This is an optimization exercise on Yosys and OpenROAD, whose aim is small area and few clock cycles per item, not a production implementation. RTL that was checked went through simulation tests only; none was proved equivalent to the original. Only the layout flow was run in runs 1 and 2; the RTL was not checked for function there. No activity file was given, so power comes from the tool's default toggle rates.

==> flow/run.sh <==
#!/bin/bash
# synth_recipe.tcl (not shown) runs the flow's synth.tcl, then flattens the netlist and writes it again
# the make line also repeats each setting of config.mk as NAME=value (left out here)
make -C /OpenROAD-flow-scripts/flow DESIGN_CONFIG=/design/flow/config.mk WORK_HOME=/design/flow/orfs CLKGATE_MAP_FILE= SYNTH_SCRIPT=/design/flow/synth_recipe.tcl finish
==> flow/config.mk <==
export PLATFORM = sky130hd
export DESIGN_NAME = view_tag_record_scanner
export DESIGN_NICKNAME = view_tag_record_scanner
export VERILOG_FILES = /design/flow/design.v
export SDC_FILE = /design/flow/constraint.sdc
export NUM_CORES = 4
export LEC_CHECK = 0
export CAP_MARGIN = 20
export CORE_MARGIN = 2
export CORE_UTILIZATION = 40
export CTS_CLUSTER_DIAMETER = 80
export CTS_CLUSTER_SIZE = 30
export SLEW_MARGIN = 20
==> flow/constraint.sdc <==
create_clock -name core_clock -period 5.0 [get_ports {clk_i}]
set_input_delay 1.0000 -clock core_clock [delete_from_list [all_inputs] [get_ports {clk_i}]]
set_output_delay 1.0000 -clock core_clock [all_outputs]
set_load 0.01 [all_outputs]
==> flow/design.v <==
package vtrs_pkg;
  localparam logic [7:0] CH_SLASH = 8'h2F;
  localparam logic [7:0] CH_COLON = 8'h3A;
  localparam logic [7:0] CH_QUOTE = 8'h27;
  localparam logic [7:0] CH_SPACE = 8'h20;
  localparam logic [7:0] CH_TAB   = 8'h09;
  localparam logic [7:0] CH_LF    = 8'h0A;
  localparam logic [7:0] CH_CR    = 8'h0D;
  localparam logic [7:0] CH_ZERO  = 8'h30;
  localparam logic [7:0] CH_NINE  = 8'h39;
endpackage
module vtrs_ring #(
  parameter int TAP_SH = 3
) (
  input  logic       clk_i,
  input  logic       wr_i,
  input  logic [7:0] byte_i,
  input  logic [4:0] rd_pos_i,
  output logic [7:0] rd_byte_o
);
  localparam logic [4:0] TapMask = 5'h1F << TAP_SH;
  logic [30:0][7:0] ring_q;
  always_ff @(posedge clk_i) begin
    ring_q <= {ring_q[29:0], wr_i ? byte_i : ring_q[30]};
  end
  assign rd_byte_o = ring_q[rd_pos_i & TapMask];
endmodule
module view_tag_record_scanner #(
  parameter int TAP_SH = 3
) (
  input  logic        clk_i,
  input  logic        rst_ni,
  input  logic        in_valid_i,
  output logic        in_ready_o,
  input  logic [7:0]  in_text_byte_i,
  input  logic        in_end_of_data_i,
  output logic        out_valid_o,
  input  logic        out_ready_i,
  output logic [1:0]  out_item_kind_o,
  output logic [7:0]  out_char_code_o,
  output logic [31:0] out_channel_o,
  output logic        out_is_signed_o,
  output logic        out_is_integer_o,
  output logic        out_last_o
);
  localparam logic [3:0] S_IDLE  = 4'd0;
  localparam logic [3:0] S_T1    = 4'd1;
  localparam logic [3:0] S_T2    = 4'd2;
  localparam logic [3:0] S_T3    = 4'd3;
  localparam logic [3:0] S_T4    = 4'd4;
  localparam logic [3:0] S_T5    = 4'd5;
  localparam logic [3:0] S_T6    = 4'd6;
  localparam logic [3:0] S_SL    = 4'd7;
  localparam logic [3:0] S_COLON = 4'd8;
  localparam logic [3:0] S_NAME  = 4'd9;
  localparam logic [3:0] S_SKA   = 4'd10;   
  localparam logic [3:0] S_SKN   = 4'd11;   
  localparam logic [3:0] S_SK2   = 4'd12;   
  localparam logic [3:0] S_PARAM = 4'd13;
  localparam logic [3:0] S_NUM   = 4'd14;
  logic [7:0] b;
  assign b = in_text_byte_i;
  logic [3:0]  st_q;
  logic        sgn_q, intg_q;
  logic [4:0]  nlen_q, nfpos_q, plen_q, pfpos_q;
  logic        nstop_q, pstop_q;
  logic [31:0] acc_q;
  logic        bad_q;
  logic        fv_q, fk1_q, fk0_q;
  logic [4:0]  fpos_q, fcnt_q;
  logic        fsgn_q, fintg_q;
  logic        ov_q, ok1_q, ok0_q;
  logic [7:0]  ochar_q;
  logic is_quote, is_sep, is_digit, is_zero, let_ok;
  logic [7:0] lc, exp_let;
  assign is_quote = b == vtrs_pkg::CH_QUOTE;
  assign is_sep   = is_quote || (b == vtrs_pkg::CH_SPACE) || (b == vtrs_pkg::CH_TAB) ||
                    (b == vtrs_pkg::CH_LF) || (b == vtrs_pkg::CH_CR);
  assign is_digit = (b >= vtrs_pkg::CH_ZERO) && (b <= vtrs_pkg::CH_NINE);
  assign is_zero  = b == 8'h00;
  assign lc       = b | 8'h20;
  always_comb begin
    unique case (st_q[2:0])
      3'd1:    exp_let = intg_q ? 8'h6F : 8'h69;
      3'd2:    exp_let = intg_q ? 8'h6E : (sgn_q ? 8'h67 : 8'h65);
      3'd3:    exp_let = intg_q ? 8'h74 : (sgn_q ? 8'h6E : 8'h77);
      3'd4:    exp_let = 8'h72;
      3'd5:    exp_let = 8'h6F;
      default: exp_let = 8'h6C;
    endcase
  end
  assign let_ok = lc == exp_let;
  localparam logic [4:0] TapLow = ~(5'h1F << TAP_SH);
  logic [4:0] fpos_rot, nfpos_rot, pfpos_rot;
  logic       f_name, f_param, coll, o_free, f_tap, load, o_end_go;
  assign fpos_rot  = (fpos_q == 5'd30) ? 5'd0 : fpos_q + 5'd1;
  assign nfpos_rot = (nfpos_q == 5'd30) ? 5'd0 : nfpos_q + 5'd1;
  assign pfpos_rot = (pfpos_q == 5'd30) ? 5'd0 : pfpos_q + 5'd1;
  assign f_name  = fv_q && !fk1_q && !fk0_q;
  assign f_param = fv_q && fk0_q;
  assign coll    = fpos_rot < fcnt_q;
  assign o_free  = !ov_q || out_ready_i;
  assign f_tap   = (fpos_q & TapLow) == 5'd0;
  assign load    = fv_q && o_free && (fk1_q || f_tap);
  assign o_end_go = ov_q && ok1_q && out_ready_i;
  logic rec_ok, n_take, p_take, n_wr, p_wr, hold, accept, start;
  assign rec_ok = (nlen_q != 5'd0) && !bad_q && (acc_q != 32'd0);
  assign n_take = (st_q == S_NAME) && !is_sep && !nstop_q && !is_zero;
  assign p_take = (st_q == S_PARAM) && !is_sep && !pstop_q && !is_zero;
  always_comb begin
    hold = 1'b0;
    if (n_take) begin
      hold = ((nlen_q != 5'd0) && (nfpos_q + 5'd1 != nlen_q)) || (f_name && coll);
    end
    if (p_take) begin
      hold = ((plen_q != 5'd0) && (pfpos_q + 5'd1 != plen_q)) || (f_param && coll);
    end
    if ((st_q == S_SKA) && is_quote && !intg_q && f_name) begin
      hold = 1'b1;
    end
    if ((st_q == S_NUM) && (is_digit || is_quote) && (fv_q || ov_q)) begin
      hold = 1'b1;
    end
  end
  assign in_ready_o = !hold;
  assign accept = in_valid_i && !hold;
  assign n_wr   = accept && n_take;
  assign p_wr   = accept && p_take;
  assign start  = accept && (st_q == S_NUM) && is_quote && rec_ok;
  logic [35:0] acc_next;
  assign acc_next = {1'b0, acc_q, 3'b000} + {3'b000, acc_q, 1'b0} + {32'd0, b[3:0]};
  always_ff @(posedge clk_i or negedge rst_ni) begin
    if (!rst_ni) begin
      st_q <= S_IDLE;
    end else if (accept) begin
      if (in_end_of_data_i) begin
        st_q <= S_IDLE;
      end else begin
        unique case (st_q)
          S_IDLE:  st_q <= (b == vtrs_pkg::CH_SLASH) ? S_SL : S_IDLE;
          S_SL:    st_q <= ((lc == 8'h76) || (lc == 8'h73) || (lc == 8'h63)) ? S_T1 : S_IDLE;
          S_COLON: st_q <= (b == vtrs_pkg::CH_COLON) ? S_NAME : S_IDLE;
          S_NAME:  st_q <= is_sep ? S_SKA : S_NAME;
          S_SKA:   st_q <= !is_quote ? S_SKA : (intg_q ? S_NUM : S_PARAM);
          S_PARAM: st_q <= !is_sep ? S_PARAM : (is_quote ? S_SKN : S_SK2);
          S_SK2:   st_q <= is_quote ? S_SKN : S_SK2;
          S_SKN:   st_q <= is_quote ? S_NUM : S_SKN;
          S_NUM:   st_q <= is_quote ? S_IDLE : S_NUM;
          default: begin
            if (!let_ok) begin
              st_q <= S_IDLE;
            end else if (intg_q ? (st_q[2:0] == 3'd6) : (st_q[2:0] == 3'd3)) begin
              st_q <= S_COLON;
            end else begin
              st_q <= st_q + 4'd1;
            end
          end
        endcase
      end
    end
  end
  always_ff @(posedge clk_i) begin
    if (accept && (st_q == S_SL)) begin
      sgn_q  <= lc == 8'h73;
      intg_q <= lc == 8'h63;
    end
    if (st_q == S_COLON) begin
      nlen_q  <= 5'd0;
      nstop_q <= 1'b0;
    end else if (accept && n_take) begin
      nlen_q  <= nlen_q + 5'd1;
      nstop_q <= nlen_q == 5'd30;
    end else if (accept && (st_q == S_NAME) && is_zero) begin
      nstop_q <= 1'b1;
    end
    nfpos_q <= (n_wr && (nlen_q == 5'd0)) ? 5'd0 : nfpos_rot;
    if (accept && (st_q == S_SKA) && is_quote && !intg_q) begin
      plen_q  <= 5'd0;
      pstop_q <= 1'b0;
    end else if (accept && p_take) begin
      plen_q  <= plen_q + 5'd1;
      pstop_q <= plen_q == 5'd30;
    end else if (accept && (st_q == S_PARAM) && is_zero) begin
      pstop_q <= 1'b1;
    end
    pfpos_q <= (p_wr && (plen_q == 5'd0)) ? 5'd0 : pfpos_rot;
    if ((!fv_q && !ov_q && (st_q != S_NUM)) || o_end_go) begin
      acc_q <= 32'd0;
    end else if (accept && (st_q == S_NUM) && is_digit) begin
      acc_q <= acc_next[31:0];
    end
    if (st_q != S_NUM) begin
      bad_q <= 1'b0;
    end else if (accept && !is_quote && (!is_digit || (acc_next[35:32] != 4'd0))) begin
      bad_q <= 1'b1;
    end
  end
  logic [7:0] n_byte, p_byte;
  vtrs_ring #(
    .TAP_SH (TAP_SH)
  ) u_name (
    .clk_i     (clk_i),
    .wr_i      (n_wr),
    .byte_i    (b),
    .rd_pos_i  (fpos_q),
    .rd_byte_o (n_byte)
  );
  vtrs_ring #(
    .TAP_SH (TAP_SH)
  ) u_param (
    .clk_i     (clk_i),
    .wr_i      (p_wr),
    .byte_i    (b),
    .rd_pos_i  (fpos_q),
    .rd_byte_o (p_byte)
  );
  always_ff @(posedge clk_i or negedge rst_ni) begin
    if (!rst_ni) begin
      fv_q <= 1'b0;
    end else if (start) begin
      fv_q <= 1'b1;
    end else if (load && fk1_q) begin
      fv_q <= 1'b0;
    end
  end
  always_ff @(posedge clk_i) begin
    if (start) begin
      fk1_q   <= 1'b0;
      fk0_q   <= 1'b0;
      fpos_q  <= nfpos_rot;
      fcnt_q  <= nlen_q;
      fsgn_q  <= sgn_q;
      fintg_q <= intg_q;
    end else if (load) begin
      if (fcnt_q != 5'd1) begin
        fcnt_q <= fcnt_q - 5'd1;
      end else if (!fk0_q && !fintg_q && (plen_q != 5'd0)) begin
        fk0_q  <= 1'b1;
        fpos_q <= pfpos_rot;
        fcnt_q <= plen_q;
      end else begin
        fk1_q <= 1'b1;
        fk0_q <= 1'b0;
      end
    end else begin
      fpos_q <= fpos_rot;
    end
  end
  always_ff @(posedge clk_i or negedge rst_ni) begin
    if (!rst_ni) begin
      ov_q <= 1'b0;
    end else if (load) begin
      ov_q <= 1'b1;
    end else if (out_ready_i) begin
      ov_q <= 1'b0;
    end
  end
  always_ff @(posedge clk_i) begin
    if (load) begin
      ok1_q   <= fk1_q;
      ok0_q   <= fk0_q;
      ochar_q <= fk1_q ? 8'h00 : (fk0_q ? p_byte : n_byte);
    end
  end
  assign out_valid_o      = ov_q;
  assign out_item_kind_o  = {ok1_q, ok0_q};
  assign out_char_code_o  = ochar_q;
  assign out_channel_o    = ok1_q ? acc_q : 32'd0;
  assign out_is_signed_o  = fsgn_q;
  assign out_is_integer_o = fintg_q;
  assign out_last_o       = ok1_q;
endmodule
==> results of run 1 <==
[through the flow]
| step | hold slack [ps] | power [mW] | setup TNS, ps |
|---|---|---|---|
| 2_1_floorplan | 309.6 | 5.280 | 0 |
| 3_3_place_gp | 309.8 | 5.440 | 0 |
| 3_5_place_dp | 312.1 | 5.449 | 0 |
| 4_1_cts | 320.7 | 8.205 | 0 |
| 5_1_grt | 318.4 | 8.462 | -10.71 |
| 6_report | 316.5 | 8.124 | 0 |
[layer usage]
| layer | vias up | GRT usage [%] | wire (um) |
|---|---|---|---|
| li1 | 5199 | - | - |
| met1 | 4907 | 20.96 | 16980 |
| met2 | 197 | 22.79 | 15060 |
| met3 | 43 | 1.937 | 1258 |
| met4 | 0 | 3.744 | 572 |
| met5 | - | 0 | 0 |
[registers in the layout, indices dropped and copies added (netlist names), 4 cells and up]
register / cells
u_name.ring_q: 248
u_param.ring_q: 248
acc_q: 32
ochar_q: 8
fcnt_q: 5
fpos_q: 5
nfpos_q: 5
nlen_q: 5
pfpos_q: 5
plen_q: 5
st_q: 4
[worst max-delay path by stage]
stage | startpoint | endpoint | slack (ps) | cells past startpoint
floorplan | in_text_byte_i[3] | bad_q | 1250 | 10
global placement | in_text_byte_i[1] | in_ready_o | 450 | 7
detailed placement | in_text_byte_i[3] | bad_q | 390 | 12
CTS | fpos_q[0] | in_ready_o | 60 | 11
global route | fpos_q[0] | in_ready_o | -10 | 11
finish | fpos_q[0] | in_ready_o | 180 | 11
[power by group]
part | switching [mW] | internal, mW
Sequential | 0.0902 | 4.73
Combinational | 0.304 | 0.231
Clock | 1.60 | 1.18
[cell families (layout without fill, tap and decap cells)]
group / after synthesis / count (layout) / synth area share [%]
fa+ha+maj: 92 / 92 / 6.456
flops: 583 / 583 / 66.11
xor+xnor: 56 / 56 / 2.868
buf+inv: 80 / 156 / 1.829
mux: 49 / 49 / 3.934
compound gates: 227 / 227 / 8.007
simple gates: 384 / 384 / 10.80
[synth_stat cells (all sizes together) (6+ instances only)]
library cell    n  area (um^2)
a2111oi         6        52.55
a211oi          8        60.06
a21o           16        120.1
a21oi          76        380.4
a31oi           7        43.79
and2           37        231.5
and3            9        56.30
buf            17        93.83
clkbuf         32        120.1
dfrtp           6        150.1
dfxtp         553        11070
edfxtp         24        720.7
ha             90         1126
inv            31        116.4
mux2           16        180.2
mux2i          17        170.2
mux4           16        360.4
nand2         111        416.7
nand2b         13        81.33
nand3          22        110.1
nand4          17        112.6
nor2           85        319.1
nor2b           8        50.05
nor3           34        186.4
nor4           16        115.1
o211ai          8        60.06
o21ai          50        250.2
o31ai           7        52.55
o41ai           7        76.32
or3             7        43.79
xnor2          32        280.3
xor2           22        192.7
[timing repair]
item	in CTS	in global routing
resized for setup	0	6
endpoints found under the setup margin	0	1
endpoints found under the hold margin	0	0
buffers inserted	0	0
[area by class of cell]
class / count / area, um^2
flip-flops and latches: 583 / 11940
clock inverters: 13 / 262.8
clock buffers: 35 / 748.2
repair buffers: 77 / 725.7
well taps: 592 / 740.7
fillers: 3955 / 24060
inverters: 31 / 116.4
multi-input cells: 808 / 5816
==> results.cfg, run 1 <==
[layout]
layout-drive-gt1-share_pct = 7.046
area_growth_pct = 12.67
instances_no_fill = 2139
utilization_pct = 45.82
mostFrequentLayoutCells = dfxtp_1, nand2_1, ha_1
nets = 1635
diodes = 0
design_area_um2 = 20350
final_common_cell = dfxtp_1

[synth]
synth-edff-count = 24
ys_seq_area_share_pct = 66.11
synth.net_count = 1576
yosysWarnings = 2
syn_inst = 1471
netlist_area_um2 = 18060
async_flop_share_pct = 1.029
synth-seq-cells = 583
yosysUniqueCellTypes = 79
synth_flop_cell = dfxtp_1
avgSynthCellArea_um2 = 12.28

[outcome]
run_status = finished clean

[setup_path]
path_class = reg2out
r2r_slack_ps = 1180
r2r-start = fpos_q[0]
cpMaxStageDelayCell = or4_4
cp_top_family = simple AND/OR/NAND/NOR gates
worstPathArrival_ps = 3820
r2r_cells = 14
path_cells = inv_2 -> ha_2 -> nand4_1 -> and2_1 -> ha_1 -> o2111ai_1 -> a31oi_1 -> or4_4 -> a21boi_2 -> and3b_1 -> clkdlybuf4s50_1
worstPathMaxFanout = 5
crit_path_end_kind = output port
required_ps = 4000
cp_num_buf_inv = 2
worst_path_largest_cell_delay_ps = 550
start_kind = register
r2r_end = fcnt_q[3]

[placed_design]
dpl.cell_count = 2091
dpl.hpwl_um = 23400
place_ws_ps = 393.1
portBuffers = 59
dpl_cell_area_um2 = 19320
gp_congestion = 0.8840

[clocking]
clkTransAtPathRegs_ps = 100
cts_max_level = 1
cts_sinks = 583
cts_hold_buf = 0
cts_tree = built
clockBufferDepth = 3
clk_latency_ps = 620
cts_buffers = 29
root_buffer = clkbuf_16

[routing]
firstDrtPassIters = 5
viasPerCell = 4.837
vias = 10350
drc = 0
avgRoutedWirePerCell_um = 15.83
drtIter0Drc = 691
routed_wl_um = 33860
ant_nets = 0

[floorplanning]
core_area_um2 = 44410
ios = 60
initial_utilization_pct = 40.67
die_y_um = 216.5
fp.dieW_um = 216.5
rows = 77
dieArea_um2 = 46870

[power_and_ir_drop]
powerDensity_nw_per_um2 = 399.2
p_leak_nw = 8.092
ir_drop_mv = 0.2801

[run]
cap_violations = 0

[sta]
tightest_slew_ps = 878.0
min_period_ps = 4817
fin_crit_sh_pct = 96.33
final-setup-viol-count = 0
slew_violations = 0
fin_worst_skew_ps = 34.18
slew_headroom_pct = 41.47
finalWorstSetupSlack_ps = 183.3
finalHoldViolCount = 0
max_freq_mhz = 207.6

[grt]
grt_pass1_vias = 9938
grt_use_total_pct = 14.47
grt_pass1_wl_um = 54340
grt_max_degree = 36
antenna_found_initial = 0
overflow = 0

[min_path]
min-delay-start = u_name.ring_q[118]
min_to = u_name.ring_q[126]
hold_path_class = reg2reg
min_path_cells = 0
==> inputs of run 2 (changes only) <==
--- a/flow/config.mk
+++ b/flow/config.mk
@@ -8,6 +8,6 @@
 export CAP_MARGIN = 20
 export CORE_MARGIN = 2
 export CORE_UTILIZATION = 40
-export CTS_CLUSTER_DIAMETER = 80
-export CTS_CLUSTER_SIZE = 30
+export CTS_CLUSTER_DIAMETER = 60
+export CTS_CLUSTER_SIZE = 40
 export SLEW_MARGIN = 20
==> results.cfg, run 2 <==
[routing]
drc = 0
ant_nets = 0
avgRoutedWirePerCell_um = 15.76
drtIter0Drc = 832
vias = 10360
viasPerCell = 4.816
routed_wl_um = 33920
firstDrtPassIters = 5

[setup_path]
worst_path_largest_cell_delay_ps = 570
r2r_slack_ps = 1210
worstPathArrival_ps = 3760
r2r-start = fpos_q[0]
cpMaxStageDelayCell = or4_1
required_ps = 4000
r2r_end = fcnt_q[4]
cp_num_buf_inv = 2
path_class = reg2out
cp_top_family = simple AND/OR/NAND/NOR gates
worstPathMaxFanout = 5
r2r_cells = 14
start_kind = register
crit_path_end_kind = output port
path_cells = inv_2 -> ha_2 -> nand4_1 -> and2_1 -> ha_1 -> o2111ai_1 -> a31oi_1 -> or4_1 -> a21boi_2 -> and3b_1 -> clkdlybuf4s50_1

[floorplanning]
rows = 77
ios = 60
core_area_um2 = 44410
dieArea_um2 = 46870
fp.dieW_um = 216.5
die_y_um = 216.5
initial_utilization_pct = 40.67

[sta]
final-setup-viol-count = 0
rsz0062_at_grt = no
fin_worst_skew_ps = 51.02
fin_crit_sh_pct = 95.22
min_period_ps = 4761
slew_violations = 0
max_freq_mhz = 210.0
tns_ps = 0
tightest_slew_ps = 892.7
slew_headroom_pct = 40.49
finalHoldViolCount = 0

[clocking]
cts_hold_buf = 0
root_buffer = clkbuf_16
cts_sinks = 583
cts_buffers = 34
clk_latency_ps = 570
cts_tree = built
cts_max_level = 2
clkTransAtPathRegs_ps = 120
clockBufferDepth = 3

[grt]
antenna_found_initial = 0
overflow = 0
grt_max_degree = 40
grt_pass1_vias = 10100
grt_pass1_wl_um = 54750
grt_use_total_pct = 14.66

[power_and_ir_drop]
ir_drop_mv = 0.2770
p_leak_nw = 8.212
finalPower_mw = 8.510
powerDensity_nw_per_um2 = 413.4

[min_path]
min-delay-start = u_param.ring_q[212]
hold_path_class = reg2reg
min_to = u_param.ring_q[220]
min_path_cells = 0

[layout]
reg_top3 = u_name.ring_q: 248 flops, u_param.ring_q: 248 flops, acc_q: 32 flops
nFillCells = 3936
nets = 1640
layout-drive-gt1-share_pct = 7.890
final_common_cell = dfxtp_1
mostFrequentLayoutCells = dfxtp_1, nand2_1, ha_1
area_growth_pct = 13.98

[synth]
ys_seq_area_share_pct = 66.11
netlist_top_cells_count = dfxtp_1, nand2_1, ha_1
yosysMostFrequentCell = dfxtp_1
yosysUniqueCellTypes = 79
synth-seq-cells = 583
async_flop_share_pct = 1.029
netlist_top_cells_area = dfxtp_1, ha_1, edfxtp_1, nand2_1, a21oi_1
synth.net_count = 1576
syn_inst = 1471
avgSynthCellArea_um2 = 12.28
synth_flop_cell = dfxtp_1
synth-edff-count = 24
yosysWarnings = 2
netlist_area_um2 = 18060
synth_top_cell_by_area = dfxtp_1
yosysTopAreaCellShare_pct = 61.29

[placed_design]
portBuffers = 59
dpl.hpwl_um = 23400
gp_congestion = 0.8840

[outcome]
run_status = finished clean

[run]
cap_violations = 0
## run 2: cell families after synthesis
group / share of synthesized area, %
DFF: 66.11
AOI/OAI and AO/OA: 8.007
adders and majority gates: 6.456
and+or+nand+nor: 10.80
xor gates and xnor gates: 2.868
buffers and inverters: 1.829
muxes: 3.934
## run 2: per-stage QoR
step,hold WS [ps],setup WS (ps),instances,util [%],instance area [um^2]
after CTS,294.7,106.9,2151,46.34,20580
after global routing,286.9,20.00,2151,46.35,20590
after detailed placement,312.1,393.1,2091,43.51,19320
after global placement,309.8,451.3,2091,43.51,19320
after floorplan,309.6,1251,1471,-,18060
final,290.5,239.0,2152,46.36,20590
## run 2: final cells by class
type	instances	area, um^2	area share [%]
Clock inverter	23	372.9	1.811
Inverter	31	116.4	0.5652
Multi-Input combinational cell	808	5804	28.19
Sequential cell	583	11940	58.01
Tap cell	592	740.7	3.598
Clock buffer	37	883.3	4.290
Antenna cell	1	2.502	0.01215
Timing Repair Buffer	77	725.7	3.525
## run 2: worst reg2reg max path, stage by stage (launching register included)
cell	delay, ps
edfxtp_1	450
inv_2	120
ha_2	220
a22oi_1	80
o21ai_0	170
o41ai_1	130
ha_1	320
o2111ai_1	120
a31oi_1	240
or4_1	150
a21o_1	210
nand4b_4	380
nor4_4	350
buf_4	270
a21o_1	250
## run 2: worst max-delay path by stage
stage                                 start  slack (ps)  depth (start not counted)    endpoint
after global placement    in_text_byte_i[1]         450                          7  in_ready_o
after detailed placement  in_text_byte_i[3]         390                         12       bad_q
final                             fpos_q[0]         240                         11  in_ready_o
after CTS                         fpos_q[0]         110                         11  in_ready_o
after global routing              fpos_q[3]          20                          8  in_ready_o
after floorplan           in_text_byte_i[3]        1250                         10       bad_q
## run 2: report_power, final
group / switching [mW] / internal, mW
sequential: 0.0897 / 4.73
clock: 1.73 / 1.44
combinational: 0.300 / 0.228
## run 2: repair_timing
action                                  in CTS  in global routing
buffers inserted                             0                  0
hold endpoints to repair                     0                  0
endpoints found under the setup margin       0                  1
gates resized for setup                      0                  3
## run 2: metal layers
layer	wire, um	GRT usage [%]	vias up	part of all wire, %
li1	-	-	5228	-
met1	16760	20.77	4852	49
met2	14950	22.95	227	44
met3	1442	2.512	57	4.3
met4	764	4.361	0	2.3
met5	0	0	-	0
==> inputs of run 3 (changes only) <==
--- a/flow/design.v
+++ b/flow/design.v
@@ -26,7 +26,7 @@
   assign rd_byte_o = ring_q[rd_pos_i & TapMask];
 endmodule
 module view_tag_record_scanner #(
-  parameter int TAP_SH = 3
+  parameter int TAP_SH = 2
 ) (
   input  logic        clk_i,
   input  logic        rst_ni,
--- a/flow/config.mk
+++ b/flow/config.mk
@@ -8,6 +8,4 @@
 export CAP_MARGIN = 20
 export CORE_MARGIN = 2
 export CORE_UTILIZATION = 40
-export CTS_CLUSTER_DIAMETER = 60
-export CTS_CLUSTER_SIZE = 40
 export SLEW_MARGIN = 20
==> results.cfg, run 3 <==
[clocking]
cts_sinks = 583
cts_hold_buf = 0
root_buffer = clkbuf_16
cts_resized = 0
cts_max_level = 2
cts_buffers = 53
cts_setup_buffers = 0
clockBufferDepth = 3
clkTransAtPathRegs_ps = 60
cts_tree = built
clk_latency_ps = 600

[power_and_ir_drop]
finalPower_mw = 9.056
ir_drop_mv = 0.2991
p_leak_nw = 8.688
powerDensity_nw_per_um2 = 421.7

[sta]
final-setup-viol-count = 0
rsz0062_at_grt = no
tns_ps = 0
tightest_slew_ps = 1066
slew_headroom_pct = 28.92
fin_crit_sh_pct = 95.63
min_period_ps = 4781
finalHoldViolCount = 0
max_freq_mhz = 209.1
fin_worst_skew_ps = 19.95
slew_violations = 0

[synth]
synth_compound_area_share_pct = 8.057
synth_flop_cell = dfxtp_1
netlist_area_um2 = 18420
syn_inst = 1452
synth.net_count = 1557
avgSynthCellArea_um2 = 12.69
async_flop_share_pct = 1.029
synth_top_family_by_area = simple AND/OR/NAND/NOR gates
synth-xor-area-share_pct = 2.452
yosysTopAreaCellShare_pct = 60.10
yosysMostFrequentCell = dfxtp_1
ys_seq_area_share_pct = 64.83
netlist_top_cells_count = dfxtp_1, nand2_1, ha_1
synth-simple-area-share_pct = 9.870
netlist_top_cells_area = dfxtp_1, ha_1, mux4_2, edfxtp_1, a21oi_1
synth-edff-count = 24
synth-seq-cells = 583
yosysWarnings = 2
synthMuxAreaShare_pct = 6.379
yosysUniqueCellTypes = 79
synth_fa_ha_area_share_pct = 6.331
synth_top_cell_by_area = dfxtp_1

[routing]
viasPerCell = 4.904
avgRoutedWirePerCell_um = 16.38
routed_wl_um = 35650
drc = 0
ant_nets = 0
firstDrtPassIters = 7
drtIter0Drc = 546
vias = 10680

[layout]
mostFrequentLayoutCells = dfxtp_1, nand2_1, ha_1
instances_no_fill = 2177
layout-drive-gt1-share_pct = 12.05
nets = 1639
diodes = 0
reg_top3 = u_name.ring_q: 248 flops, u_param.ring_q: 248 flops, acc_q: 32 flops
final_common_cell = dfxtp_1
area_growth_pct = 16.59

[floorplanning]
fp.dieW_um = 218.6
initial_utilization_pct = 40.59
dieArea_um2 = 47780
rows = 78
core_area_um2 = 45380
die_y_um = 218.6
ios = 60

[placed_design]
gp_congestion = 0.8418
dpl.cell_count = 2079
dpl.hpwl_um = 23810
portBuffers = 59

[setup_path]
required_ps = 4000
worstPathMaxFanout = 4
worstPathArrival_ps = 3780
start_kind = input pin
crit_path_end_kind = output port
path_common_cell = clkdlybuf4s50_1
cpMaxStageDelayCell = clkdlybuf4s50_1
path_class = in2out
worst_path_largest_cell_delay_ps = 550
path_cells = clkdlybuf4s50_1 -> or3_4 -> or3_1 -> a2111oi_0 -> a21oi_1 -> o21ai_2 -> nor2b_1 -> clkdlybuf4s50_1

[grt]
grt_use_total_pct = 15.26
grt_pass1_wl_um = 57130
grt_pass1_vias = 10530
grt_max_degree = 40
antenna_found_initial = 1
overflow = 0

[run]
cap_violations = 0

[outcome]
run_status = finished clean

[min_path]
hold_path_class = reg2reg
-- run 3: cell families (layout without fill, tap and decap cells) --
kind of cell,Yosys count,count (layout)
DFF,583,583
and+or+nand+nor,346,346
AOI/OAI and AO/OA,235,235
adders and majority gates,92,92
buffers and inverters,84,209
muxes,62,62
xor gates and xnor gates,50,50
-- run 3: cell type report --
class / instances / area (um^2)
clock buffers: 77 / 1539
well taps: 600 / 750.7
repair buffers: 83 / 770.7
multi-input cells: 785 / 6105
fillers: 4015 / 23910
clock inverters: 21 / 261.5
flip-flops and latches: 583 / 11940
inverters: 28 / 105.1
-- run 3: power breakdown --
group	leakage, nW	switching, mW	internal (mW)
registers	4.80	0.0319	4.70
logic	3.01	0.126	0.111
clock network	0.878	1.72	2.37
-- run 3: path summary, 6_finish.rpt --
kind	startpoint	endpoint	slack [ps]	cells after the start
setup / recovery	in_text_byte_i[6]	in_ready_o	220	8
hold / removal	u_param.ring_q[208]	u_param.ring_q[216]	310	0
setup reg to reg	acc_q[0]	bad_q	1320	11
hold reg to reg	u_param.ring_q[208]	u_param.ring_q[216]	310	0
max in group asynchronous	rst_ni	fv_q	4010	1
min in group asynchronous	rst_ni	st_q[3]	690	1
-- run 3: per-layer routing --
layer	up-vias	part of all wire (%)	GRT usage, %
li1	5262	-	-
met3	56	4.6	2.923
met4	2	2.0	5.147
met5	-	0.022	0
met2	223	44	23.29
met1	5133	50	21.67
-- run 3: critical path, delay by kind of cell --
kind            cells  cell delay, ps
buf+inv             2            1050
simple gates        3            1030
compound gates      3             690
-- run 3: stage by stage --
step | setup slack, ps | cell area (um^2) | util [%] | hold slack (ps)
floorplan | 1183 | 18420 | - | 309.6
CTS | 191.5 | 21470 | 47.32 | 322.6
detailed placement | 207.1 | 19670 | 43.35 | 312.1
global route | 59.75 | 21470 | 47.32 | 324.4
finish | 218.6 | 21470 | 47.32 | 314.8
global placement | 237.0 | 19670 | 43.35 | 309.8
Testbench counts of run 3, summed over its fixed seeds: cycles 42,177, bytes 40,918.
==> inputs of run 4 (changes only) <==
--- a/flow/design.v
+++ b/flow/design.v
@@ -26,7 +26,7 @@
   assign rd_byte_o = ring_q[rd_pos_i & TapMask];
 endmodule
 module view_tag_record_scanner #(
-  parameter int TAP_SH = 2
+  parameter int TAP_SH = 3
 ) (
   input  logic        clk_i,
   input  logic        rst_ni,
@@ -65,7 +65,7 @@
   logic [4:0]  nlen_q, nfpos_q, plen_q, pfpos_q;
   logic        nstop_q, pstop_q;
   logic [31:0] acc_q;
-  logic        bad_q;
+  logic        bad_q, nz_q;
   logic        fv_q, fk1_q, fk0_q;
   logic [4:0]  fpos_q, fcnt_q;
   logic        fsgn_q, fintg_q;
@@ -104,7 +104,7 @@
   assign load    = fv_q && o_free && (fk1_q || f_tap);
   assign o_end_go = ov_q && ok1_q && out_ready_i;
   logic rec_ok, n_take, p_take, n_wr, p_wr, hold, accept, start;
-  assign rec_ok = (nlen_q != 5'd0) && !bad_q && (acc_q != 32'd0);
+  assign rec_ok = (nlen_q != 5'd0) && !bad_q && nz_q;
   assign n_take = (st_q == S_NAME) && !is_sep && !nstop_q && !is_zero;
   assign p_take = (st_q == S_PARAM) && !is_sep && !pstop_q && !is_zero;
   always_comb begin
@@ -128,7 +128,11 @@
   assign p_wr   = accept && p_take;
   assign start  = accept && (st_q == S_NUM) && is_quote && rec_ok;
   logic [35:0] acc_next;
-  assign acc_next = {1'b0, acc_q, 3'b000} + {3'b000, acc_q, 1'b0} + {32'd0, b[3:0]};
+  logic [1:0]  half_lo;
+  logic [34:0] acc5;
+  assign half_lo  = b[3] ? 2'b11 : b[2:1];
+  assign acc5     = {1'b0, acc_q, half_lo} + {3'b000, acc_q} + {34'd0, b[3]};
+  assign acc_next = {acc5, b[0]};
   always_ff @(posedge clk_i or negedge rst_ni) begin
     if (!rst_ni) begin
       st_q <= S_IDLE;
@@ -186,8 +190,10 @@
     pfpos_q <= (p_wr && (plen_q == 5'd0)) ? 5'd0 : pfpos_rot;
     if ((!fv_q && !ov_q && (st_q != S_NUM)) || o_end_go) begin
       acc_q <= 32'd0;
+      nz_q  <= 1'b0;
     end else if (accept && (st_q == S_NUM) && is_digit) begin
       acc_q <= acc_next[31:0];
+      nz_q  <= nz_q || (b[3:0] != 4'd0);
     end
     if (st_q != S_NUM) begin
       bad_q <= 1'b0;
==> flow/flow/run.sh (new file) <==
#!/bin/bash
# Standard layout, with clock tree synthesis told not to add dummy loads.
# Each tool's full output stays in orfs/logs; make's own output goes to standard.log.
set -euo pipefail
bash standard.sh \
  CTS_ARGS="-sink_clustering_enable -repair_clock_nets -sink_clustering_size 30 -sink_clustering_max_diameter 80 -dont_use_dummy_load" \
  finish > standard.log 2>&1
==> flow/standard.sh (new file) <==
#!/bin/bash
# synth_recipe.tcl (not shown) runs the flow's synth.tcl, then flattens the netlist and writes it again
# the make line also repeats each setting of config.mk as NAME=value (left out here)
make -C /OpenROAD-flow-scripts/flow DESIGN_CONFIG=/design/flow/config.mk WORK_HOME=/design/flow/orfs CLKGATE_MAP_FILE= SYNTH_SCRIPT=/design/flow/synth_recipe.tcl "${@:-finish}"
--- a/flow/config.mk
+++ b/flow/config.mk
@@ -8,4 +8,6 @@
 export CAP_MARGIN = 20
 export CORE_MARGIN = 2
 export CORE_UTILIZATION = 40
+export CTS_CLUSTER_DIAMETER = 80
+export CTS_CLUSTER_SIZE = 30
 export SLEW_MARGIN = 20
removed: flow/run.sh
==> results.cfg, run 4 <==
[sta]
fin_crit_sh_pct = 92.67
fin_worst_skew_ps = 90.21
max_freq_mhz = 215.8
min_period_ps = 4633
rsz0062_at_grt = no
tns_ps = 0
slew_violations = 0
final-setup-viol-count = 0
slew_headroom_pct = 35.71
fin_hold_ws_ps = 269.8
tightest_slew_ps = 964.3
finalHoldViolCount = 0

[routing]
drc = 0
viasPerCell = 4.842
avgRoutedWirePerCell_um = 16.09
vias = 9926
ant_nets = 0
routed_wl_um = 32980
drtIter0Drc = 483
firstDrtPassIters = 5

[clocking]
cts_setup_buffers = 0
clkTransAtPathRegs_ps = 100
cts_resized = 0
cts_sinks = 584
root_buffer = clkbuf_16
cts_tree = built
clockBufferDepth = 3
cts_max_level = 1
clk_latency_ps = 600
cts_hold_buf = 0
cts_buffers = 27

[layout]
area_growth_pct = 10.50
layout-drive-gt1-share_pct = 6.416
nets = 1540
final_common_cell = dfxtp_1
reg_top3 = u_name.ring_q: 248 flops, u_param.ring_q: 248 flops, acc_q: 32 flops
mostFrequentLayoutCells = dfxtp_1, nand2_1, nor2_1, a21oi_1
diodes = 0

[synth]
synth-simple-area-share_pct = 10.41
synth_top_family_by_area = simple AND/OR/NAND/NOR gates
synth_flop_cell = dfxtp_1
synth-xor-area-share_pct = 2.648
synthMuxAreaShare_pct = 4.096
synth_top_cell_by_area = dfxtp_1
synth-seq-cells = 584
yosysMostFrequentCell = dfxtp_1
ys_seq_area_share_pct = 67.86
synth.net_count = 1486
netlist_top_cells_count = dfxtp_1, nand2_1, a21oi_1, nor2_1, ha_1
avgSynthCellArea_um2 = 12.47
synth_compound_area_share_pct = 8.469
yosysWarnings = 2
synth_fa_ha_area_share_pct = 4.302
synth-edff-count = 24
syn_inst = 1413
netlist_area_um2 = 17630
netlist_top_cells_area = dfxtp_1, ha_1, edfxtp_1, a21oi_1, mux4_2
async_flop_share_pct = 1.027
yosysTopAreaCellShare_pct = 62.92
yosysUniqueCellTypes = 87

[floorplanning]
initial_utilization_pct = 40.74
rows = 76
die_y_um = 213.9
fp.dieW_um = 213.9
dieArea_um2 = 45760
core_area_um2 = 43270
ios = 60

[min_path]
hold_path_class = reg2reg
min-delay-start = u_name.ring_q[146]
min_path_cells = 0
min_to = u_name.ring_q[154]

[setup_path]
worstPathMaxFanout = 6
r2r_end = fcnt_q[4]
required_ps = 4000
r2r_cells = 13
path_class = in2out
crit_path_end_kind = output port
r2r-start = fpos_q[0]
start_kind = input pin
r2r_slack_ps = 1270
worstPathArrival_ps = 3630

[grt]
grt_use_total_pct = 14.16
antenna_found_initial = 0
overflow = 0
grt_pass1_wl_um = 52260
grt_max_degree = 39
grt_pass1_vias = 9509

[power_and_ir_drop]
switching_share_pct = 23.47
p_clk_share_pct = 28.6
power_switching_mw = 1.867
power_frac_comb_pct = 9.4
finalPower_mw = 7.952
p_leak_nw = 7.575
ir_drop_mv = 0.2976
powerDensity_nw_per_um2 = 408.3
seqPwrFrac_pct = 62.0
p_int_mw = 6.086

[placed_design]
dpl.hpwl_um = 22910
portBuffers = 59
gp_congestion = 0.8857

[run]
cap_violations = 0

[outcome]
run_status = finished clean
run 4: cell types whose count changed after synthesis, sizes merged, moves of 9 or more:
cell,before,now
nor2,63,80
nor2b,19,10
ha,90,59
nand2,102,93
mux2i,3,17
mux4,40,16
clkbuf,35,23
run 4: worst max path at each step:
| stage | startpoint | to | slack, ps | cells past startpoint |
|---|---|---|---|---|
| after CTS | in_text_byte_i[7] | in_ready_o | 390 | 8 |
| after global placement | in_text_byte_i[7] | in_ready_o | 410 | 8 |
| after global routing | in_text_byte_i[1] | in_ready_o | 240 | 8 |
| after detailed placement | in_text_byte_i[7] | in_ready_o | 390 | 8 |
| final | in_text_byte_i[7] | in_ready_o | 370 | 8 |
| after floorplan | in_text_byte_i[1] | acc_q[11] | 1410 | 14 |
run 4: power groups by stage:
stage                     sequential, mW  clock, mW  combinational, mW
after floorplan                     4.98          0              0.579
after global placement              5.04          0              0.734
after detailed placement            5.04          0              0.749
after CTS                           4.93       2.37              0.751
after global routing                4.96       2.52              0.829
final                               4.93       2.27              0.750
run 4: cells by family (layout without fill, tap and decap cells):
| kind of cell | after synthesis | in the layout |
|---|---|---|
| fa+ha+maj | 60 | 60 |
| compound gates | 232 | 232 |
| xor+xnor | 50 | 50 |
| simple gates | 353 | 353 |
| buf+inv | 84 | 136 |
| flops | 584 | 584 |
| mux | 50 | 50 |
run 4: layout make-up:
type                    count  area, um^2
fillers                  3962       23790
flip-flops and latches    584       11960
multi-input cells         745        5275
well taps                 585       732.0
repair buffers             73       695.7
clock buffers              27       675.6
inverters                  36       135.1
run 4: worst max-delay path: stages:
cell and delay (ps):
clkdlybuf4s50_1 560, or3_1 550, o21ba_1 220, a2bb2oi_1 130
o31ai_1 390, a211o_1 180, nor2_1 60, clkdlybuf4s50_1 540
run 4: through the flow:
| stage | worst slack [ps] | instances | util, % | instance area [um^2] |
|---|---|---|---|---|
| final | 366.6 | 2050 | 45.01 | 19480 |
| after global routing | 239.3 | 2050 | 45.01 | 19480 |
| after CTS | 386.7 | 2050 | 45.01 | 19480 |
| after detailed placement | 392.1 | 2023 | 43.45 | 18800 |
| after global placement | 406.8 | 2023 | 43.45 | 18800 |
| after floorplan | 1414 | 1413 | - | 17630 |
run 4: layer usage:
layer / GRT usage, % / part of all wire, %
met1: 21.28 / 51
met4: 2.890 / 1.8
met3: 2.386 / 4.9
met5: 0 / 0
met2: 21.39 / 42
Testbench counts of run 4, summed over its fixed seeds: cycles 43,111, bytes 40,918.
==> inputs of run 5 (changes only) <==
==> flow/flow/run.sh (replaced) <==
#!/bin/bash
# Standard layout, with clock tree synthesis told not to add dummy loads and
# the port buffers made with the smallest buffer cell.
# Each tool's full output stays in orfs/logs; make's own output goes to standard.log.
set -euo pipefail
bash standard.sh \
  CTS_ARGS="-sink_clustering_enable -repair_clock_nets -sink_clustering_size 30 -sink_clustering_max_diameter 80 -dont_use_dummy_load" \
  BUFFER_PORTS_ARGS="-buffer_cell sky130_fd_sc_hd__buf_1" \
  finish > standard.log 2>&1
==> results.cfg, run 5 <==
[synth]
synth-simple-area-share_pct = 10.41
yosysTopAreaCellShare_pct = 62.92
avgSynthCellArea_um2 = 12.47
synth_flop_cell = dfxtp_1
yosysUniqueCellTypes = 87
synth_top_cell_by_area = dfxtp_1
synth-seq-cells = 584
synth-edff-count = 24
syn_inst = 1413
synth-xor-area-share_pct = 2.648
synth_compound_area_share_pct = 8.469
yosysMostFrequentCell = dfxtp_1
netlist_top_cells_area = dfxtp_1, ha_1, edfxtp_1, a21oi_1, mux4_2
netlist_area_um2 = 17630
netlist_top_cells_count = dfxtp_1, nand2_1, a21oi_1, nor2_1, ha_1
yosysWarnings = 2
synth.net_count = 1486
synth_fa_ha_area_share_pct = 4.302
synth_top_family_by_area = simple AND/OR/NAND/NOR gates
async_flop_share_pct = 1.027
synthMuxAreaShare_pct = 4.096
ys_seq_area_share_pct = 67.86

[floorplanning]
ios = 60
fp.dieW_um = 213.9
core_area_um2 = 43270
rows = 76
initial_utilization_pct = 40.74
dieArea_um2 = 45760
die_y_um = 213.9

[routing]
dr_wl_met2_um = 14590
firstDrtPassIters = 5
vias = 9911
highest_layer = met4
avgRoutedWirePerCell_um = 16.43
viasPerCell = 4.839
routed_wl_um = 33650
ant_nets = 0
met1Wirelength_um = 17030
drc = 0
routed-wl-met3_um = 1330
drtIter0Drc = 556

[grt]
grt_pass1_vias = 9705
grt_pass1_wl_um = 53630
antenna_found_initial = 0
grt_max_degree = 39
grt_use_total_pct = 14.52
overflow = 0

[sta]
max_freq_mhz = 221.5
finalHoldViolCount = 0
rsz0062_at_grt = no
tightest_slew_ps = 1011
fin_hold_ws_ps = 272.8
final-setup-viol-count = 0
slew_violations = 0
slew_headroom_pct = 32.58
fin_crit_sh_pct = 90.29
tns_ps = 0
fin_worst_skew_ps = 86.25
min_period_ps = 4515

[power_and_ir_drop]
power_switching_mw = 1.885
p_leak_nw = 7.418
seqPwrFrac_pct = 62.1
switching_share_pct = 23.66
powerDensity_nw_per_um2 = 417.0
p_int_mw = 6.081
power_frac_comb_pct = 9.1
ir_drop_mv = 0.3455
p_clk_share_pct = 28.8

[placed_design]
portBuffers = 59
gp_congestion = 0.8882
dpl.hpwl_um = 23050

[clocking]
cts_buffers = 27
cts_hold_buf = 0
clockBufferDepth = 3
cts_setup_buffers = 0
cts_resized = 0
clk_latency_ps = 600
cts_sinks = 584
cts_max_level = 1
cts_tree = built
root_buffer = clkbuf_16
clkTransAtPathRegs_ps = 100

[setup_path]
worstPathArrival_ps = 3510
path_class = reg2out
required_ps = 4000
crit_path_end_kind = output port
r2r-start = fpos_q[0]
worstPathMaxFanout = 16
r2r_cells = 13
r2r_slack_ps = 1060
start_kind = register
r2r_end = fcnt_q[2]

[min_path]
min_to = u_name.ring_q[235]
min-delay-start = u_name.ring_q[227]
hold_path_class = reg2reg
min_path_cells = 0

[outcome]
run_status = finished clean

[layout]
nFillCells = 3961
regArea_um2 = 11960
reg_top3 = u_name.ring_q: 248 flops, u_param.ring_q: 248 flops, acc_q: 32 flops
mostFrequentLayoutCells = dfxtp_1, nand2_1, nor2_1, a21oi_1
diodes = 0
multiInputGateArea_um2 = 5275
final_common_cell = dfxtp_1
layout-drive-gt1-share_pct = 6.288
nets = 1538
area_growth_pct = 8.363

[run]
cap_violations = 0
==> run 5: worst max-delay path, cell delays in order (launching register included) <==
cell and delay [ps]:
edfxtp_1 750, o41ai_1 620, ha_1 340, a21oi_1 120
o21ai_0 130, a21oi_1 270, o21a_1 410, nor2_1 90
buf_1 180
==> run 5: through the flow <==
step / instances / util, % / power, mW / area, um^2 / setup WS (ps)
floorplan: 1413 / - / 5.559 / 17630 / 1414
global placement: 2020 / 42.55 / 5.766 / 18410 / 921.9
detailed placement: 2020 / 42.55 / 5.781 / 18410 / 794.7
CTS: 2047 / 44.11 / 8.063 / 19080 / 453.5
global route: 2048 / 44.14 / 8.334 / 19100 / 224.0
finish: 2048 / 44.14 / 7.965 / 19100 / 485.4
==> run 5: power by group through the flow <==
stage,combinational [mW],clock (mW),sequential (mW)
6_report,0.726,2.29,4.95
4_1_cts,0.734,2.38,4.95
5_1_grt,0.818,2.55,4.97
2_1_floorplan,0.579,0,4.98
3_5_place_dp,0.728,0,5.05
3_3_place_gp,0.719,0,5.05
==> run 5: final cells by class <==
cell class              count  area share (%)
clock buffers              27           3.537
inverters                  36          0.7075
multi-input cells         745           27.62
flip-flops and latches    584           62.63
well taps                 585           3.832
repair buffers             71           1.670
==> run 5: worst max path at each step <==
stage / startpoint / end / slack, ps / cells past startpoint
CTS: fpos_q[3] / in_ready_o / 450 / 8
floorplan: in_text_byte_i[1] / acc_q[11] / 1410 / 14
global placement: in_text_byte_i[7] / in_ready_o / 920 / 8
finish: fpos_q[3] / in_ready_o / 490 / 8
detailed placement: in_text_byte_i[5] / in_ready_o / 790 / 8
global route: fpos_q[0] / in_ready_o / 220 / 12
==> run 5: cell families after synthesis <==
family | after synthesis
flip-flops | 584
AND/OR/NAND/NOR | 353
AO/OA/AOI/OAI | 232
buffers and inverters | 84
adder cells (fa/ha/maj) | 60
XOR/XNOR | 50
multiplexers | 50
==> run 5: layer usage <==
layer | vias to the layer above | GRT usage [%]
met1 | 4763 | 21.15
met5 | - | 0
met3 | 47 | 2.386
li1 | 4942 | -
met2 | 159 | 22.62
met4 | 0 | 3.380
==> inputs of run 6 (changes only) <==
--- a/flow/design.v
+++ b/flow/design.v
@@ -10,7 +10,8 @@
   localparam logic [7:0] CH_NINE  = 8'h39;
 endpackage
 module vtrs_ring #(
-  parameter int TAP_SH = 3
+  parameter int TAP_SH = 3,
+  parameter int TAP_OFS = 0
 ) (
   input  logic       clk_i,
   input  logic       wr_i,
@@ -23,10 +24,11 @@
   always_ff @(posedge clk_i) begin
     ring_q <= {ring_q[29:0], wr_i ? byte_i : ring_q[30]};
   end
-  assign rd_byte_o = ring_q[rd_pos_i & TapMask];
+  assign rd_byte_o = ring_q[(rd_pos_i & TapMask) | 5'(TAP_OFS)];
 endmodule
 module view_tag_record_scanner #(
-  parameter int TAP_SH = 3
+  parameter int TAP_SH = 3,
+  parameter int P_TAP_OFS = 6
 ) (
   input  logic        clk_i,
   input  logic        rst_ni,
@@ -100,7 +102,7 @@
   assign f_param = fv_q && fk0_q;
   assign coll    = fpos_rot < fcnt_q;
   assign o_free  = !ov_q || out_ready_i;
-  assign f_tap   = (fpos_q & TapLow) == 5'd0;
+  assign f_tap   = (fpos_q & TapLow) == (fk0_q ? 5'(P_TAP_OFS) : 5'd0);
   assign load    = fv_q && o_free && (fk1_q || f_tap);
   assign o_end_go = ov_q && ok1_q && out_ready_i;
   logic rec_ok, n_take, p_take, n_wr, p_wr, hold, accept, start;
@@ -212,7 +214,8 @@
     .rd_byte_o (n_byte)
   );
   vtrs_ring #(
-    .TAP_SH (TAP_SH)
+    .TAP_SH  (TAP_SH),
+    .TAP_OFS (P_TAP_OFS)
   ) u_param (
     .clk_i     (clk_i),
     .wr_i      (p_wr),
--- a/flow/config.mk
+++ b/flow/config.mk
@@ -7,7 +7,7 @@
 export LEC_CHECK = 0
 export CAP_MARGIN = 20
 export CORE_MARGIN = 2
-export CORE_UTILIZATION = 40
+export CORE_UTILIZATION = 60
 export CTS_CLUSTER_DIAMETER = 80
 export CTS_CLUSTER_SIZE = 30
 export SLEW_MARGIN = 20
==> results.cfg, run 6 <==
[setup_path]
cp_num_buf_inv = 2
start_kind = register
worst_path_largest_cell_delay_ps = 480
r2r_slack_ps = 800
worstPathMaxFanout = 6
r2r_cells = 15
path_class = reg2out
r2r_end = fcnt_q[4]
cpMaxStageDelayCell = edfxtp_1
path_cells = inv_1 -> ha_1 -> a22oi_1 -> o21ai_0 -> o21ai_0 -> ha_1 -> a21o_1 -> a211oi_1 -> a32oi_1 -> nor4_4 -> nor2_1 -> buf_1
worstPathArrival_ps = 3660
required_ps = 4000
crit_path_end_kind = output port
r2r-start = fpos_q[0]
cp_top_family = compound AO/OA/AOI/OAI gates

[synth]
synth.net_count = 1475
synth_top_family_by_area = simple AND/OR/NAND/NOR gates
synth-seq-cells = 584
ys_seq_area_share_pct = 68.78
netlist_top_cells_area = dfxtp_1, ha_1, edfxtp_1, nand2_1, a21oi_1
avgSynthCellArea_um2 = 12.40
synth_fa_ha_area_share_pct = 4.288
async_flop_share_pct = 1.027
syn_inst = 1403
synth_top_cell_by_area = dfxtp_1
yosysUniqueCellTypes = 75
synth_compound_area_share_pct = 7.403
synthMuxAreaShare_pct = 4.165
yosysWarnings = 3
synth-xor-area-share_pct = 2.827
netlist_area_um2 = 17390
netlist_top_cells_count = dfxtp_1, nand2_1, nor2_1
synth_flop_cell = dfxtp_1
yosysTopAreaCellShare_pct = 63.77
synth-edff-count = 24
yosysMostFrequentCell = dfxtp_1
synth-simple-area-share_pct = 10.71

[sta]
min_period_ps = 4663
fin_hold_ws_ps = 280.5
slew_headroom_pct = 38.70
tightest_slew_ps = 912.7
final-setup-viol-count = 0
fin_worst_skew_ps = 92.60
max_freq_mhz = 214.5
finalHoldViolCount = 0
fin_crit_sh_pct = 93.26
slew_violations = 0

[grt]
grt_max_degree = 36
overflow = 0
grt_use_total_pct = 20.59
antenna_found_initial = 0
grt_pass1_wl_um = 50070
grt_pass1_vias = 9371

[layout]
nets = 1533
reg_top3 = u_name.ring_q: 248 flops, u_param.ring_q: 248 flops, acc_q: 32 flops
layout-drive-gt1-share_pct = 5.963
area_growth_pct = 7.892
instances_no_fill = 1844
mostFrequentLayoutCells = dfxtp_1, nand2_1, nor2_1
final_common_cell = dfxtp_1

[power_and_ir_drop]
p_leak_nw = 7.400
ir_drop_mv = 0.3814
powerDensity_nw_per_um2 = 388.5

[routing]
viasPerCell = 5.270
firstDrtPassIters = 5
drtIter0Drc = 630
drc = 0
met1Wirelength_um = 15950
dr_wl_met2_um = 13130
avgRoutedWirePerCell_um = 16.90
highest_layer = met4
routed_wl_um = 31170
routed-wl-met3_um = 1266
ant_nets = 0
vias = 9718

[min_path]
min_path_cells = 0
min-delay-start = u_param.ring_q[1]
min_to = u_param.ring_q[9]
hold_path_class = reg2reg

[floorplanning]
rows = 62
initial_utilization_pct = 60.76
dieArea_um2 = 30360
core_area_um2 = 28630
fp.dieW_um = 174.3
ios = 60
die_y_um = 174.3

[clocking]
clk_latency_ps = 580
cts_sinks = 584
cts_buffers = 25
root_buffer = clkbuf_16
cts_max_level = 1
clockBufferDepth = 3
cts_tree = built
clkTransAtPathRegs_ps = 110

[placed_design]
gp_congestion = 0.9042
dpl.cell_count = 1812
dpl.hpwl_um = 20960
portBuffers = 59

[run]
cap_violations = 0

[outcome]
run_status = finished clean
[run 6: changes by cell type in the layout (fill, tap and decap cells not counted), sizes merged, moves of 7 or more]
cell	previous run	this run
a21oi	83	76
a211oi	5	14
o21ai	48	39
and4	8	1
nor2	80	87
buf	71	82
nand2	93	108
nand4	10	18
[run 6: power breakdown]
group	switching [mW]	total [mW]	internal, mW	leakage [nW]
registers	0.0621	4.79	4.73	4.82
clock network	1.28	2.18	0.896	0.308
logic	0.161	0.317	0.156	2.27
[run 6: through the flow]
| stage | TNS, ps | total power [mW] | cell area, um^2 | setup WS [ps] | utilization, % |
|---|---|---|---|---|---|
| final | 0 | 7.289 | 18760 | 337.0 | 65.55 |
| after detailed placement | 0 | 5.210 | 18060 | 515.9 | 63.10 |
| after CTS | 0 | 7.353 | 18700 | 44.10 | 65.32 |
| after floorplan | 0 | 5.133 | 17390 | 1163 | - |
| after global routing | -1.044 | 7.552 | 18760 | -1.044 | 65.54 |
| after global placement | 0 | 5.208 | 18050 | 594.4 | 63.07 |
[run 6: area by class of cell]
class	instances	area, um^2
Sequential cell	584	11960
Fill cell	2165	9861
Multi-Input combinational cell	738	5179
Clock buffer	25	625.6
Tap cell	384	480.5
Timing Repair Buffer	82	401.6
Inverter	30	112.6
Antenna cell	1	2.502
[run 6: metal layers]
metal | vias up | global-route usage [%]
li1 | 4896 | -
met1 | 4574 | 31.23
met2 | 191 | 30.95
met3 | 57 | 2.843
met4 | 0 | 5.917
met5 | - | 0
[run 6: cells by family (layout without fill, tap and decap cells)]
family / count (synthesis) / in the layout
other: 0 / 1
xor gates and xnor gates: 51 / 51
and+or+nand+nor: 374 / 374
adders and majority gates: 59 / 59
AOI/OAI and AO/OA: 204 / 204
buffers and inverters: 81 / 137
muxes: 50 / 50
DFF: 584 / 584
[run 6: worst max path at each step]
stage                      startpoint         end  depth (start not counted)
global placement    in_text_byte_i[3]  in_ready_o                          8
finish                      fpos_q[0]  in_ready_o                         12
CTS                         fpos_q[0]  in_ready_o                         12
detailed placement  in_text_byte_i[3]  in_ready_o                          8
floorplan                   fpos_q[3]   fcnt_q[0]                         16
global route                fpos_q[0]  in_ready_o                         12
[run 6: worst register-to-register path, cell delays in order, from the launching register on]
cell      delay, ps
edfxtp_1        480
inv_1           100
ha_1            220
a22oi_1         100
o21ai_0         160
o21ai_0         140
ha_1            330
nand3_1          80
a211oi_1        170
a211oi_1        110
a21oi_1         280
o41ai_4         140
buf_4           170
nor3_1          200
and3_1          770
o21bai_1        350
[run 6: repair_timing]
action / in CTS / in global routing
pin swaps: 0 / 2
hold buffers: 0 / 0
endpoints found under the setup margin: 1 / 1
buffers inserted: 0 / 5
resized for setup: 1 / 1
Testbench counts of run 6, summed over its fixed seeds: cycles 42,808, bytes 40,918.
==> inputs of run 7 (changes only) <==
--- a/flow/config.mk
+++ b/flow/config.mk
@@ -7,7 +7,7 @@
 export LEC_CHECK = 0
 export CAP_MARGIN = 20
 export CORE_MARGIN = 2
-export CORE_UTILIZATION = 60
+export CORE_UTILIZATION = 40
 export CTS_CLUSTER_DIAMETER = 80
 export CTS_CLUSTER_SIZE = 30
 export SLEW_MARGIN = 20
==> results.cfg, run 7 <==
[grt]
grt_use_total_pct = 14.13
grt_pass1_wl_um = 50160
antenna_found_initial = 1
grt_pass1_vias = 9220
overflow = 0
grt_max_degree = 36

[routing]
drtIter0Drc = 616
avgRoutedWirePerCell_um = 15.57
routed_wl_um = 31790
viasPerCell = 4.766
drc = 0
ant_nets = 0
vias = 9732
firstDrtPassIters = 5

[setup_path]
worstPathMaxFanout = 7
required_ps = 4000
path_class = reg2out
path_cells = inv_1 -> ha_1 -> a22oi_1 -> o21ai_0 -> o21ai_0 -> ha_1 -> a21o_1 -> a211oi_1 -> a21oi_1 -> o41ai_4 -> nor2_1 -> buf_1
worstPathArrival_ps = 3650
start_kind = register
cpMaxStageDelayCell = o41ai_4
crit_path_end_kind = output port
worst_path_largest_cell_delay_ps = 550

[synth]
synth-seq-cells = 584
syn_inst = 1403
netlist_top_cells_area = dfxtp_1, ha_1, edfxtp_1, nand2_1, a21oi_1
synth-edff-count = 24
synth_flop_cell = dfxtp_1
yosysUniqueCellTypes = 75
yosysMostFrequentCell = dfxtp_1
netlist_area_um2 = 17390
avgSynthCellArea_um2 = 12.40
ys_seq_area_share_pct = 68.78
synth.net_count = 1475
yosysWarnings = 3
netlist_top_cells_count = dfxtp_1, nand2_1, nor2_1
yosysTopAreaCellShare_pct = 63.77
async_flop_share_pct = 1.027
synth_top_cell_by_area = dfxtp_1

[clocking]
cts_max_level = 1
cts_hold_buf = 0
clockBufferDepth = 3
cts_tree = built
clk_latency_ps = 590
cts_sinks = 584
cts_setup_buffers = 0
clkTransAtPathRegs_ps = 90
root_buffer = clkbuf_16
cts_buffers = 28

[layout]
mostFrequentLayoutCells = dfxtp_1, nand2_1, nor2_1
reg_top3 = u_name.ring_q: 248 flops, u_param.ring_q: 248 flops, acc_q: 32 flops
area_growth_pct = 9.482
utilization_pct = 44.30
design_area_um2 = 19040
final_common_cell = dfxtp_1
nFillCells = 3977
nets = 1530
layout-drive-gt1-share_pct = 5.632

[floorplanning]
initial_utilization_pct = 40.46
rows = 76
core_area_um2 = 42980
dieArea_um2 = 45160
ios = 60
fp.dieW_um = 212.5
die_y_um = 212.5

[sta]
fin_hold_ws_ps = 257.0
finalHoldViolCount = 0
tns_ps = 0
slew_violations = 0
fin_crit_sh_pct = 92.91
tightest_slew_ps = 971.5
final-setup-viol-count = 0
slew_headroom_pct = 34.38
fin_worst_skew_ps = 65.82
min_period_ps = 4646
max_freq_mhz = 215.3

[outcome]
run_status = finished clean

[placed_design]
dpl_cell_area_um2 = 18290
gp_congestion = 0.8909
portBuffers = 59
dpl.hpwl_um = 21430

[min_path]
hold_path_class = reg2reg

[run]
cap_violations = 0

[power_and_ir_drop]
ir_drop_mv = 0.3151
p_leak_nw = 7.407
powerDensity_nw_per_um2 = 389.7
[run 7: cell counts after synthesis]
No cell type changed its count.
[run 7: logic make-up after synthesis]
| kind of cell | share of synthesized area [%] |
|---|---|
| muxes | 4.165 |
| and+or+nand+nor | 10.71 |
| AOI/OAI and AO/OA | 7.403 |
| DFF | 68.78 |
| buffers and inverters | 1.827 |
| adders and majority gates | 4.288 |
| xor gates and xnor gates | 2.827 |
[run 7: routing by layer]
| metal | part of all wire [%] | global-route usage [%] |
|---|---|---|
| met5 | 0 | 0 |
| met3 | 4.1 | 2.275 |
| met1 | 50 | 20.36 |
| met4 | 2.4 | 3.617 |
| met2 | 44 | 22.14 |
[run 7: cell type report]
class                           count  area, um^2  area share (%)
Clock buffer                       28       700.7           3.680
Sequential cell                   584       11960           62.82
Multi-Input combinational cell    738        5162           27.11
Antenna cell                        1       2.502         0.01314
Timing Repair Buffer               76       369.1           1.938
Tap cell                          585       732.0           3.844
Inverter                           30       112.6          0.5914
[run 7: final timing paths]
path	to	depth (start not counted)	slack [ps]	start
max in group asynchronous	st_q[0]	1	4330	rst_ni
min in group asynchronous	ov_q	1	320	rst_ni
hold / removal	u_param.ring_q[48]	0	260	u_param.ring_q[40]
setup / recovery	in_ready_o	12	350	fpos_q[0]
setup reg to reg	fcnt_q[4]	16	880	fpos_q[0]
hold reg to reg	u_param.ring_q[48]	0	260	u_param.ring_q[40]
[run 7: critical path, delay by kind of cell (launching register included)]
kind,cells,cell delay (ps)
flops,1,460
simple gates,1,180
fa+ha+maj,2,550
compound gates,7,1630
buf+inv,2,260
[run 7: through the flow]
stage          power [mW]  std cells  setup WS [ps]
2_1_floorplan       5.133       1403           1163
3_3_place_gp        5.205       2012          657.0
3_5_place_dp        5.214       2012          570.2
4_1_cts             7.517       2040          67.37
5_1_grt             7.709       2042         -24.04
6_report            7.420       2042          354.3
[run 7: power breakdown]
part / leakage (nW) / total [mW] / internal, mW / switching (mW)
Sequential: 4.82 / 4.79 / 4.73 / 0.0609
Clock: 0.345 / 2.31 / 0.996 / 1.32
Combinational: 2.24 / 0.316 / 0.155 / 0.161
Total: 7.41 / 7.42 / 5.88 / 1.54
[run 7: timing repair]
action / in CTS / in global routing
hold endpoints to repair: 0 / 0
gates resized for setup: 0 / 2
setup endpoints to repair: 0 / 1

## static timing again, ports no longer ideal
In the flow no input, the clock included, has a driving cell. The finished layouts below were timed again as built, in two steps. Step 1: set_driving_cell puts a clkbuf_16 on clk_i and a buf_2 on each other input, an assumption about the parent block. Step 2 adds t to the input delays and takes it off the output delays; t is the mean of the earliest and latest rising clock arrival at the registers after step 1. Input paths then give back, and output paths get back, about the clock's delay inside the block. Three values: no drivers, after step 1, after step 2; two values: the first two.
run	shift t [ns]	setup WS [ns]	latest minus earliest clock arrival (ns)
run 1	0.651	0.183 / 0.130 / 0.340	0.034 / 0.034
run 2	0.595	0.239 / 0.190 / 0.320	0.056 / 0.055
run 3	0.646	0.219 / 0.196 / 0.175	0.021 / 0.020
run 4	0.611	0.367 / 0.312 / 0.312	0.090 / 0.090
run 5	0.606	0.485 / 0.435 / 0.705	0.088 / 0.088
run 6	0.588	0.337 / 0.286 / 0.543	0.093 / 0.093
run 7	0.600	0.354 / 0.303 / 0.630	0.089 / 0.089
After both steps setup and hold are still met in every run listed. For run 4, which loses most, drivers alone change the setup slack by -0.055 ns; drivers and shift together by -0.055 ns.
